What follows belongs to an exercise in optimizing a design on an open flow for small area; a production flow would make more cautious choices. Function was checked by simulation only, so behaviour that the tests miss may differ from the original. The clock port is modelled as an ideal driver; clocking choices that lean on that would not hold on a real chip. Power is estimated from default activity; no workload was simulated.

Setup of run 1:
==> flow/design.v <==
package sdctrl_pkg;
    typedef enum logic [1:0] {
        RESP_NONE        = 2'd0,
        RESP_SHORT       = 2'd1,     
        RESP_SHORT_NOCRC = 2'd2,     
        RESP_LONG        = 2'd3      
    } sd_resp_class_e;
    typedef enum logic [2:0] {
        INITIALISE = 3'd0,
        IDLE       = 3'd1,
        WRITECMD   = 3'd2,
        READ       = 3'd3,
        AWAIT      = 3'd4
    } sd_phy_state_e;
    typedef struct packed {
        logic [47:0]    cmd;
        sd_resp_class_e resp_class;
    } sd_cmd_req_t;
    typedef struct packed {
        logic level;
        logic rise;
        logic fall;
    } sd_clk_t;
    typedef struct packed {
        logic [135:0] data;                  
        logic         crc_err;
        logic         timeout;
    } sd_resp_t;
endpackage
`timescale 1ns/1ps
module sdctrl_top (
    input  logic                    sdctrl_clock_i,
    input  logic                    rst_i,
    input  logic [49:0]             req_i,       
    input  logic                    start_i,
    output logic                    ready_o,
    output logic [137:0]            resp_o,      
    output logic                    finish_o,
    output logic                    sdclk_o,
    output logic                    cmd_o,
    output logic                    cmd_oe_o,
    input  logic                    resp_i
);
    localparam int RING = 135;
    localparam int TAP  = 131;
    typedef enum logic [3:0] {
        S_INIT  = 4'd0,
        S_IDLE  = 4'd1,
        S_TX    = 4'd2,
        S_TXD   = 4'd3,
        S_WAIT  = 4'd4,
        S_SHIFT = 4'd5,
        S_CHK   = 4'd6,
        S_RXD   = 4'd7,
        S_FIN   = 4'd8
    } state_e;
    state_e           state;
    logic             div_q;
    logic             level_q;
    logic [7:0]       cnt;
    logic [1:0]       cls;
    logic [6:0]       crc;
    logic             cmd_q;
    logic             oe_q;
    logic [RING-1:0]  ring;
    logic rise, fall;
    assign rise = level_q & ~div_q;
    assign fall = ~level_q & ~div_q;
    always_ff @(posedge sdctrl_clock_i) begin
        if (rst_i) begin
            div_q   <= 1'b0;
            level_q <= 1'b1;
        end else begin
            div_q <= ~div_q;
            if (div_q) level_q <= ~level_q;
        end
    end
    logic load, take, last, crc_en, crc_fb;
    assign load   = (state == S_IDLE) && start_i;
    assign take   = rise && ((state == S_WAIT && !resp_i) || state == S_SHIFT);
    assign last   = (cnt == ((&cls) ? 8'd134 : 8'd46));
    assign crc_en = cls[0] && !last && (!cls[1] || cnt >= 8'd7);
    assign crc_fb = crc[6] ^ resp_i;
    always_ff @(posedge sdctrl_clock_i) begin
        if (rst_i) begin
            state <= S_INIT;
            cnt   <= '0;
            cmd_q <= 1'b1;
            oe_q  <= 1'b0;
        end else begin
            case (state)
                S_INIT: begin
                    if (rise) begin
                        if (cnt == 8'd74) state <= S_IDLE;
                        else              cnt   <= cnt + 1'b1;
                    end
                end
                S_IDLE: begin
                    if (start_i) begin
                        state <= S_TX;
                        cnt   <= '0;
                    end
                end
                S_TX: begin
                    cnt <= cnt + 1'b1;
                    if (fall) begin
                        if (cnt[7:2] == 6'd48) begin
                            state <= S_TXD;
                            cmd_q <= 1'b1;
                            oe_q  <= 1'b0;
                        end else begin
                            cmd_q <= ring[TAP + cnt[1:0]];
                            oe_q  <= 1'b1;
                        end
                    end
                end
                S_TXD: begin
                    cnt   <= '0;
                    state <= (cls == 2'd0) ? S_FIN : S_WAIT;
                end
                S_WAIT: begin
                    if (rise) begin
                        if (!resp_i) begin
                            state <= S_SHIFT;
                            cnt   <= '0;
                        end else if (cnt == 8'd63) begin
                            state <= S_RXD;              
                        end else begin
                            cnt <= cnt + 1'b1;
                        end
                    end
                end
                S_SHIFT: begin
                    if (rise) begin
                        if (last) state <= S_CHK;        
                        else      cnt   <= cnt + 1'b1;
                    end
                end
                S_CHK:   state <= S_RXD;
                S_RXD:   state <= S_FIN;
                S_FIN:   state <= S_IDLE;
                default: state <= S_INIT;
            endcase
        end
    end
    always_ff @(posedge sdctrl_clock_i) begin
        if (load) cls <= req_i[1:0];
    end
    always_ff @(posedge sdctrl_clock_i) begin
        if (load) begin
            crc <= '0;
        end else if (take && state == S_SHIFT && crc_en) begin
            crc <= {crc[5:3], crc[2] ^ crc_fb, crc[1:0], crc_fb};
        end
    end
    logic keep, ring_in;
    assign keep    = (cnt[1:0] == 2'd0) && (cnt <= 8'd56);
    assign ring_in = (state == S_TX) ? (keep & ring[RING-1])
                   : take            ? resp_i
                   :                   ring[RING-1];
    always_ff @(posedge sdctrl_clock_i) begin
        ring[0] <= ring_in;
    end
    for (genvar i = 1; i < RING; i++) begin : g_ring
        localparam int B = (i % 4 == TAP % 4 && i <= TAP) ? 47 - (TAP - i) / 4
                         : (i % 4 == (TAP + RING) % 4 && i > TAP - 4 * 47 + RING - 4)
                                                           ? 47 - (TAP + RING - i) / 4
                         : -1;
        if (B >= 0) begin : g_load
            always_ff @(posedge sdctrl_clock_i) begin
                if (load) ring[i] <= req_i[2 + B];
                else      ring[i] <= ring[i-1];
            end
        end else begin : g_shift
            always_ff @(posedge sdctrl_clock_i) begin
                ring[i] <= ring[i-1];
            end
        end
    end
    for (genvar j = 0; j < 135; j++) begin : g_resp
        assign resp_o[2 + j] = ring[(4 * j + 2) % RING];
    end
    assign resp_o[137] = 1'b0;
    assign resp_o[1]   = |crc;
    assign resp_o[0]   = cnt[0];
    assign ready_o  = (state == S_IDLE);
    assign finish_o = (state == S_FIN);
    assign sdclk_o  = level_q;
    assign cmd_o    = cmd_q;
    assign cmd_oe_o = oe_q;
endmodule
clock: 5.0 ns
lec_check: 0
cap_margin: 20
core_margin: 2
core_utilization: 40
slew_margin: 20
standard.sh (not shown) runs the stock make flow with config.mk's settings and CLKGATE_MAP_FILE= SYNTH_SCRIPT=/design/flow/synth_recipe.tcl, a recipe that flattens the netlist after the stock synthesis.
==> flow/flow/run.sh <==
#!/bin/bash
# Standard ORFS layout (the standard.sh, standard synthesis unchanged) with two
# layout choices changed:
#  - port buffers use the smallest buffer cell (buffer_ports -buffer_cell);
#  - clock tree synthesis uses smaller clock buffers and no dummy loads.
# Each tool's full output goes to the ORFS logs under orfs/logs; make's own output
# goes to run_make.log here.
set -euo pipefail
cd "$(dirname "$0")/.."
CTS="-sink_clustering_enable -repair_clock_nets -dont_use_dummy_load"
CTS="$CTS -buf_list {sky130_fd_sc_hd__clkbuf_4 sky130_fd_sc_hd__clkbuf_8} -sink_clustering_size 20 -sink_clustering_max_diameter 60"
bash standard.sh \
  "BUFFER_PORTS_ARGS=-buffer_cell sky130_fd_sc_hd__buf_1" \
  "CTS_ARGS=$CTS" \
  finish > run_make.log 2>&1
Run 1 completed; timing, DRC and antenna clean
The inputs of run 2 differ from those of run 1 as listed below.
==> flow/run.sh (new file) <==
#!/bin/bash
# synth_recipe.tcl (not shown) runs the flow's synth.tcl, then flattens the netlist and writes it again
# the make line also repeats each setting of config.mk as NAME=value (left out here)
make -C /OpenROAD-flow-scripts/flow DESIGN_CONFIG=/design/flow/config.mk WORK_HOME=/design/flow/orfs CLKGATE_MAP_FILE= SYNTH_SCRIPT=/design/flow/synth_recipe.tcl finish
removed: flow/flow/run.sh
removed: flow/standard.sh
Findings:
Every run in the comparison, run 1 and run 2, completed the flow with a clean layout. As of run 2, routed wire length had risen by more than 10% compared to run 1. Summary: first-iteration DRC count, run 2 worse than run 1. Compared with run 1, run 2 shows a lower via count normalized by instance count. When run 2 is measured against run 1, its final design utilization turns out 13 points higher. Master of the slowest instance on the critical path = sky130_fd_sc_hd__dfxtp_1: run 1; master of the slowest instance on the critical path = sky130_fd_sc_hd__clkdlybuf4s50_1: run 2.
Changes in run 3 relative to run 2:
==> flow/flow/run.sh (new file) <==
#!/bin/bash
# Standard ORFS layout (the standard.sh, standard synthesis unchanged) with two
# layout choices changed:
#  - port buffers use the smallest buffer cell (buffer_ports -buffer_cell);
#  - clock tree synthesis uses smaller clock buffers and no dummy loads.
# Each tool's full output goes to the ORFS logs under orfs/logs; make's own output
# goes to run_make.log here.
set -euo pipefail
cd "$(dirname "$0")/.."
CTS="-sink_clustering_enable -repair_clock_nets -dont_use_dummy_load"
CTS="$CTS -buf_list sky130_fd_sc_hd__clkbuf_4 -sink_clustering_size 20 -sink_clustering_max_diameter 60"
bash standard.sh \
  "BUFFER_PORTS_ARGS=-buffer_cell sky130_fd_sc_hd__buf_1" \
  "CTS_ARGS=$CTS" \
  finish > run_make.log 2>&1
==> flow/standard.sh (new file) <==
#!/bin/bash
# synth_recipe.tcl (not shown) runs the flow's synth.tcl, then flattens the netlist and writes it again
# the make line also repeats each setting of config.mk as NAME=value (left out here)
make -C /OpenROAD-flow-scripts/flow DESIGN_CONFIG=/design/flow/config.mk WORK_HOME=/design/flow/orfs CLKGATE_MAP_FILE= SYNTH_SCRIPT=/design/flow/synth_recipe.tcl "${@:-finish}"
removed: flow/run.sh
Notes after the runs:
- Comparing run 2 and run 3, net switching share of the total power is higher on run 3.
- Run 2 → run 3: total chip power dropped about 30%; total placed cells including tap cells barely changed; final setup slack of the worst path climbed 290 ps.
--- input diff run 3..run 4 ---
-- flow/flow/run.sh --
<<< run 3, line 11
CTS="$CTS -buf_list sky130_fd_sc_hd__clkbuf_4 -sink_clustering_size 20 -sink_clustering_max_diameter 60"
>>> run 4, line 11
CTS="$CTS -buf_list sky130_fd_sc_hd__clkbuf_4 -sink_clustering_size 20 -sink_clustering_max_diameter 60 -root_buf sky130_fd_sc_hd__clkbuf_8"
Findings:
Run 4: done, clean on timing, DRC and antenna. Run 3 → run 4: post-synthesis cell count was more or less identical; synthesis-to-finish area growth flat; flip-flop and latch count held steady; cell area after layout roughly the same. On total via count after detailed routing, run 4 and run 3 are neck and neck. Power spent charging and discharging nets: run 4 vs run 3, no meaningful difference. | switching share of power | run 3 vs run 4 | ≈ equal |. Run 4: final worst-path setup slack is 110 ps higher than what run 3 reported. Going from run 3 to run 4, wire length has remained practically unchanged, total power now larger.
Input changes introduced in run 5 (baseline for comparison: run 4):
-- flow/flow/run.sh --
<<< run 4, line 11
CTS="$CTS -buf_list sky130_fd_sc_hd__clkbuf_4 -sink_clustering_size 20 -sink_clustering_max_diameter 60 -root_buf sky130_fd_sc_hd__clkbuf_8"
>>> run 5, line 11
CTS="$CTS -buf_list sky130_fd_sc_hd__clkbuf_4 -sink_clustering_size 12 -sink_clustering_max_diameter 60"
[summary]
There was hardly any difference in cell area between run 4 and run 5.
[run 5 vs run 4] shortest clock period the worst path allows after layout: higher in run 5
The total routed wirelength on run 5 is in line with that on run 4.
Setup WNS run 4 -> run 5: worse

* * *

Setup of run A:
sdctrl_top, a different RTL version from the one above (not shown whole).
Size: about 340 cells after synthesis, ~160 flip-flops, ~200 I/O pins.
==> flow/design.v (excerpt) <==
module sdctrl_top (
    input  logic                    sdctrl_clock_i,
    input  logic                    rst_i,
    input  logic [49:0]             req_i,       
    input  logic                    start_i,
    output logic                    ready_o,
    output logic [137:0]            resp_o,      
    output logic                    finish_o,
    output logic                    sdclk_o,
    output logic                    cmd_o,
    output logic                    cmd_oe_o,
    input  logic                    resp_i
);
==> flow/config.mk <==
export PLATFORM = sky130hd
export DESIGN_NAME = sdctrl_top
export DESIGN_NICKNAME = sdctrl_top
export VERILOG_FILES = /design/flow/design.v
export SDC_FILE = /design/flow/constraint.sdc
export NUM_CORES = 4
export LEC_CHECK = 0
export CAP_MARGIN = 20
export CORE_MARGIN = 2
export CORE_UTILIZATION = 55
export PLACE_DENSITY = 0.85
export SLEW_MARGIN = 20
==> flow/constraint.sdc <==
create_clock -name core_clock -period 5.0 [get_ports {sdctrl_clock_i}]
set_input_delay 1.0000 -clock core_clock [delete_from_list [all_inputs] [get_ports {sdctrl_clock_i}]]
set_output_delay 1.0000 -clock core_clock [all_outputs]
set_load 0.01 [all_outputs]
==> flow/flow/run.sh <==
#!/bin/bash
# Standard ORFS layout (the standard.sh, standard synthesis unchanged) with
# these layout choices changed:
#  - port buffers use the smallest buffer cell (buffer_ports -buffer_cell);
#  - clock tree synthesis without dummy loads, from clkbuf_4/clkbuf_8, and
#    flow/post_cts.tcl then shrinks each leaf clock buffer as far as a 110 ps
#    clock-pin slew allows, and then downsizes logic gates as far as slew, load and timing allow.
# Each tool's full output goes to the ORFS logs under orfs/logs; make's own
# output goes to run_make.log here.
set -euo pipefail
cd "$(dirname "$0")/.."
CTS="-sink_clustering_enable -repair_clock_nets -dont_use_dummy_load"
CTS="$CTS -buf_list {sky130_fd_sc_hd__clkbuf_4 sky130_fd_sc_hd__clkbuf_8}"
CTS="$CTS -sink_clustering_size 20 -sink_clustering_max_diameter 60"
bash standard.sh \
  "BUFFER_PORTS_ARGS=-buffer_cell sky130_fd_sc_hd__buf_1" \
  "CTS_ARGS=$CTS" \
  "POST_CTS_TCL=$PWD/flow/post_cts.tcl" \
  finish > run_make.log 2>&1
Other scripts of this flow, unchanged in this note and not shown: flow/flow/post_cts.tcl
Run A: no failed stages, no open violations at the end
> inputs changed (run A -> run B)
Settings: CORE_UTILIZATION changed from 55 to 40.
- On die extent in x: between run A and run B, it ends up higher for run B.
- On power consumption, run A and run B are neck and neck.
- Between run A and run B, the difference in leakage power summed over all cells is negligible.
- Compared to run A, the router laid down more metal wire for run B.
- Synthesis-to-layout area growth: run B > run A
- Run B and run A ended up with roughly the same sequential power.
- From run A to run B, number of sinks on the clock net did not move at all.
- Compared with run A, run B shows site row count higher by 5.
- Run B: full flow OK, the timing, DRC and antenna checks passed

* * *

Starting RTL as in the previous note.
clock: 5.0 ns
lec_check: 0
cap_margin: 20
core_margin: 2
core_utilization: 40
slew_margin: 20
==> flow/flow/run.sh <==
#!/bin/bash
# Standard ORFS layout (the standard.sh, standard synthesis unchanged) with two
# layout choices changed:
#  - port buffers use the smallest buffer cell (buffer_ports -buffer_cell);
#  - clock tree synthesis uses smaller clock buffers and no dummy loads.
# Each tool's full output goes to the ORFS logs under orfs/logs; make's own output
# goes to run_make.log here.
set -euo pipefail
cd "$(dirname "$0")/.."
CTS="-sink_clustering_enable -repair_clock_nets -dont_use_dummy_load"
CTS="$CTS -buf_list {sky130_fd_sc_hd__clkbuf_4 sky130_fd_sc_hd__clkbuf_8} -sink_clustering_size 20 -sink_clustering_max_diameter 60"
bash standard.sh \
  "BUFFER_PORTS_ARGS=-buffer_cell sky130_fd_sc_hd__buf_1" \
  "CTS_ARGS=$CTS" \
  finish > run_make.log 2>&1
The starting point went through all stages and came out clean.
Rerun with:
==> flow/flow/run.sh (replaced) <==
#!/bin/bash
# Standard ORFS layout (the standard.sh, standard synthesis unchanged) with
# these layout choices changed:
#  - port buffers use the smallest buffer cell (buffer_ports -buffer_cell);
#  - clock tree synthesis without dummy loads, from clkbuf_4/clkbuf_8, and
#    flow/post_cts.tcl then shrinks each leaf clock buffer as far as a 110 ps
#    clock-pin slew allows;
#  - power recovery after global routing (RECOVER_POWER) downsizes gates with
#    slack to spare.
# Each tool's full output goes to the ORFS logs under orfs/logs; make's own
# output goes to run_make.log here.
set -euo pipefail
cd "$(dirname "$0")/.."
CTS="-sink_clustering_enable -repair_clock_nets -dont_use_dummy_load"
CTS="$CTS -buf_list {sky130_fd_sc_hd__clkbuf_4 sky130_fd_sc_hd__clkbuf_8}"
CTS="$CTS -sink_clustering_size 20 -sink_clustering_max_diameter 60"
bash standard.sh \
  "BUFFER_PORTS_ARGS=-buffer_cell sky130_fd_sc_hd__buf_1" \
  "CTS_ARGS=$CTS" \
  "POST_CTS_TCL=$PWD/flow/post_cts.tcl" \
  "RECOVER_POWER=100" \
  finish > run_make.log 2>&1
==> flow/flow/post_cts.tcl (new file) <==
set clk_slew_target 0.110

proc sink_slew {inst} {
  set out [get_pins -of_objects $inst -filter "direction==output"]
  set net [get_nets -of_objects $out]
  set m 0
  foreach p [get_pins -of_objects $net -filter "direction==input"] {
    foreach prop {slew_max_rise slew_max_fall} {
      set s [get_property $p $prop]
      if {$s > $m} { set m $s }
    }
  }
  return $m
}

estimate_parasitics -placement
foreach inst [get_cells *] {
  if {[get_property $inst ref_name] != "sky130_fd_sc_hd__clkbuf_8"} { continue }
  set in [get_pins -of_objects $inst -filter "direction==input"]
  set in_net [get_nets -of_objects $in]
  if {[llength [get_ports -quiet [get_full_name $in_net]]] > 0} { continue }
  set chosen sky130_fd_sc_hd__clkbuf_8
  foreach cand {sky130_fd_sc_hd__clkbuf_2 sky130_fd_sc_hd__clkbuf_4} {
    replace_cell $inst $cand
    estimate_parasitics -placement
    if {[sink_slew $inst] <= $clk_slew_target} { set chosen $cand; break }
  }
  if {$chosen != [get_property $inst ref_name]} {
    replace_cell $inst $chosen
    estimate_parasitics -placement
  }
  puts "post_cts: [get_full_name $inst] -> $chosen, sink slew [sink_slew $inst]"
}
detailed_placement
check_placement
What happened:
- The new run produced a layout that fails on max-capacitance violations, max-slew violations
- total power fell by a few percent
- worst hold slack improves by 7.7 ps
- wire length stays flat
- register-to-register slack is worse by 1300 ps
- cell area falls slightly
- sequential power stays flat
- final cell count is unchanged
- maximum frequency decreases by about a fifth
- die area is unchanged
- core utilization went down by 0.68 points
Rerun with:
--- a/flow/flow/run.sh
+++ b/flow/flow/run.sh
@@ -5,7 +5,5 @@
 #  - clock tree synthesis without dummy loads, from clkbuf_4/clkbuf_8, and
 #    flow/post_cts.tcl then shrinks each leaf clock buffer as far as a 110 ps
-#    clock-pin slew allows;
-#  - power recovery after global routing (RECOVER_POWER) downsizes gates with
-#    slack to spare.
+#    clock-pin slew allows, and then downsizes logic gates as far as slew, load and timing allow.
 # Each tool's full output goes to the ORFS logs under orfs/logs; make's own
 # output goes to run_make.log here.
@@ -19,4 +17,3 @@
   "CTS_ARGS=$CTS" \
   "POST_CTS_TCL=$PWD/flow/post_cts.tcl" \
-  "RECOVER_POWER=100" \
   finish > run_make.log 2>&1
--- a/flow/flow/post_cts.tcl
+++ b/flow/flow/post_cts.tcl
@@ -32,4 +32,40 @@
   puts "post_cts: [get_full_name $inst] -> $chosen, sink slew [sink_slew $inst]"
 }
+
+# Then give each logic gate the smallest drive strength of its kind that keeps
+# the design free of max-slew and max-capacitance violations, with setup and
+# hold slack to spare. Flip-flops and buffers are left as they are.
+proc gate_ok {} {
+  if {[sta::max_slew_violation_count] > 0} { return 0 }
+  if {[sta::max_capacitance_violation_count] > 0} { return 0 }
+  if {[worst_slack -max] < 1.0} { return 0 }
+  if {[worst_slack -min] < 0.1} { return 0 }
+  return 1
+}
+
+set_propagated_clock [all_clocks]
+estimate_parasitics -placement
+if {[gate_ok]} {
+  foreach inst [get_cells *] {
+    set ref [get_property $inst ref_name]
+    if {![regexp {^sky130_fd_sc_hd__(\w+)_(\d+)$} $ref -> kind drive]} { continue }
+    if {$drive <= 1} { continue }
+    if {[regexp {^(df|edf|sdf|dl|buf|clkbuf|clkdly|dlygate|conb|tap|fill|decap)} $kind]} { continue }
+    set lib_area [get_property [get_lib_cells $ref] area]
+    foreach small [list 0 1] {
+      set cand sky130_fd_sc_hd__${kind}_$small
+      if {[llength [get_lib_cells -quiet $cand]] == 0} { continue }
+      if {[get_property [get_lib_cells $cand] area] >= $lib_area} { continue }
+      replace_cell $inst $cand
+      estimate_parasitics -placement
+      if {[gate_ok]} {
+        puts "post_cts: [get_full_name $inst] $ref -> $cand"
+        break
+      }
+      replace_cell $inst $ref
+      estimate_parasitics -placement
+    }
+  }
+}
 detailed_placement
 check_placement
Result:
- Now the flow went through all stages and came out clean
- core utilization barely changes
- synthesized cell count is unchanged
- worst setup slack improved by 760 ps
- clock skew stays flat
- global-route usage stays flat
- die area does not change
- sequential share of layout area stays flat

-- static timing again, ports no longer ideal --
The flow's constraints put no driver on any port. The routed layouts listed below were extracted and timed again, unchanged, in two steps. Step 1 (the two cells are an assumption about what drives the block):
set clk [get_ports {sdctrl_clock_i}]
set_driving_cell -lib_cell sky130_fd_sc_hd__clkbuf_16 $clk
set_driving_cell -lib_cell sky130_fd_sc_hd__buf_2 [delete_from_list [all_inputs] $clk]
Step 2 adds t to the input delays and takes it off the output delays; t is the mean of the earliest and latest rising clock arrival at the registers after step 1. Input paths then give back, and output paths get back, about the clock's delay inside the block. Three values: no drivers, after step 1, after step 2; two values: the first two.
run | t (ns) | setup slack, ns | hold WS [ns] | slew at the worst register clock pin (ns) | worst data-port slew with drivers (ns)
run 1 | 0.467 | 2.275 / 2.237 / 2.387 | 0.338 / 0.338 / 0.338 | 0.08 / 0.08 | 0.04
run 2 | 0.443 | 1.907 / 1.870 / 1.919 | 0.345 / 0.345 / 0.345 | 0.06 / 0.06 | 0.06
run 3 | 0.550 | 2.197 / 2.162 / 2.391 | 0.329 / 0.329 / 0.329 | 0.12 / 0.12 | 0.04
run 4 | 0.444 | 2.304 / 2.267 / 2.391 | 0.329 / 0.329 / 0.329 | 0.12 / 0.12 | 0.04
run 5 | 0.550 | 2.197 / 2.162 / 2.391 | 0.329 / 0.329 / 0.329 | 0.12 / 0.12 | 0.04
run A | 0.412 | 2.442 / 2.409 / 2.576 | 0.333 / 0.333 / 0.333 | 0.11 / 0.11 | 0.05
run B | 0.438 | 2.343 / 2.312 / 2.581 | 0.322 / 0.322 / 0.322 | 0.11 / 0.11 | 0.06
the first run of note 3 | 0.455 | 2.353 / 2.319 / 2.578 | 0.319 / 0.319 / 0.319 | 0.09 / 0.09 | 0.06
the second run of note 3 | 0.437 | 1.566 / 1.566 / 1.213 | 0.327 / 0.327 / 0.327 | 0.10 / 0.10 | 0.06
the third run of note 3 | 0.440 | 2.326 / 2.292 / 2.445 | 0.327 / 0.327 / 0.327 | 0.10 / 0.10 | 0.06
For the second run of note 3, which loses most, drivers alone change the setup slack by 0.000 ns; drivers and shift together by -0.353 ns.
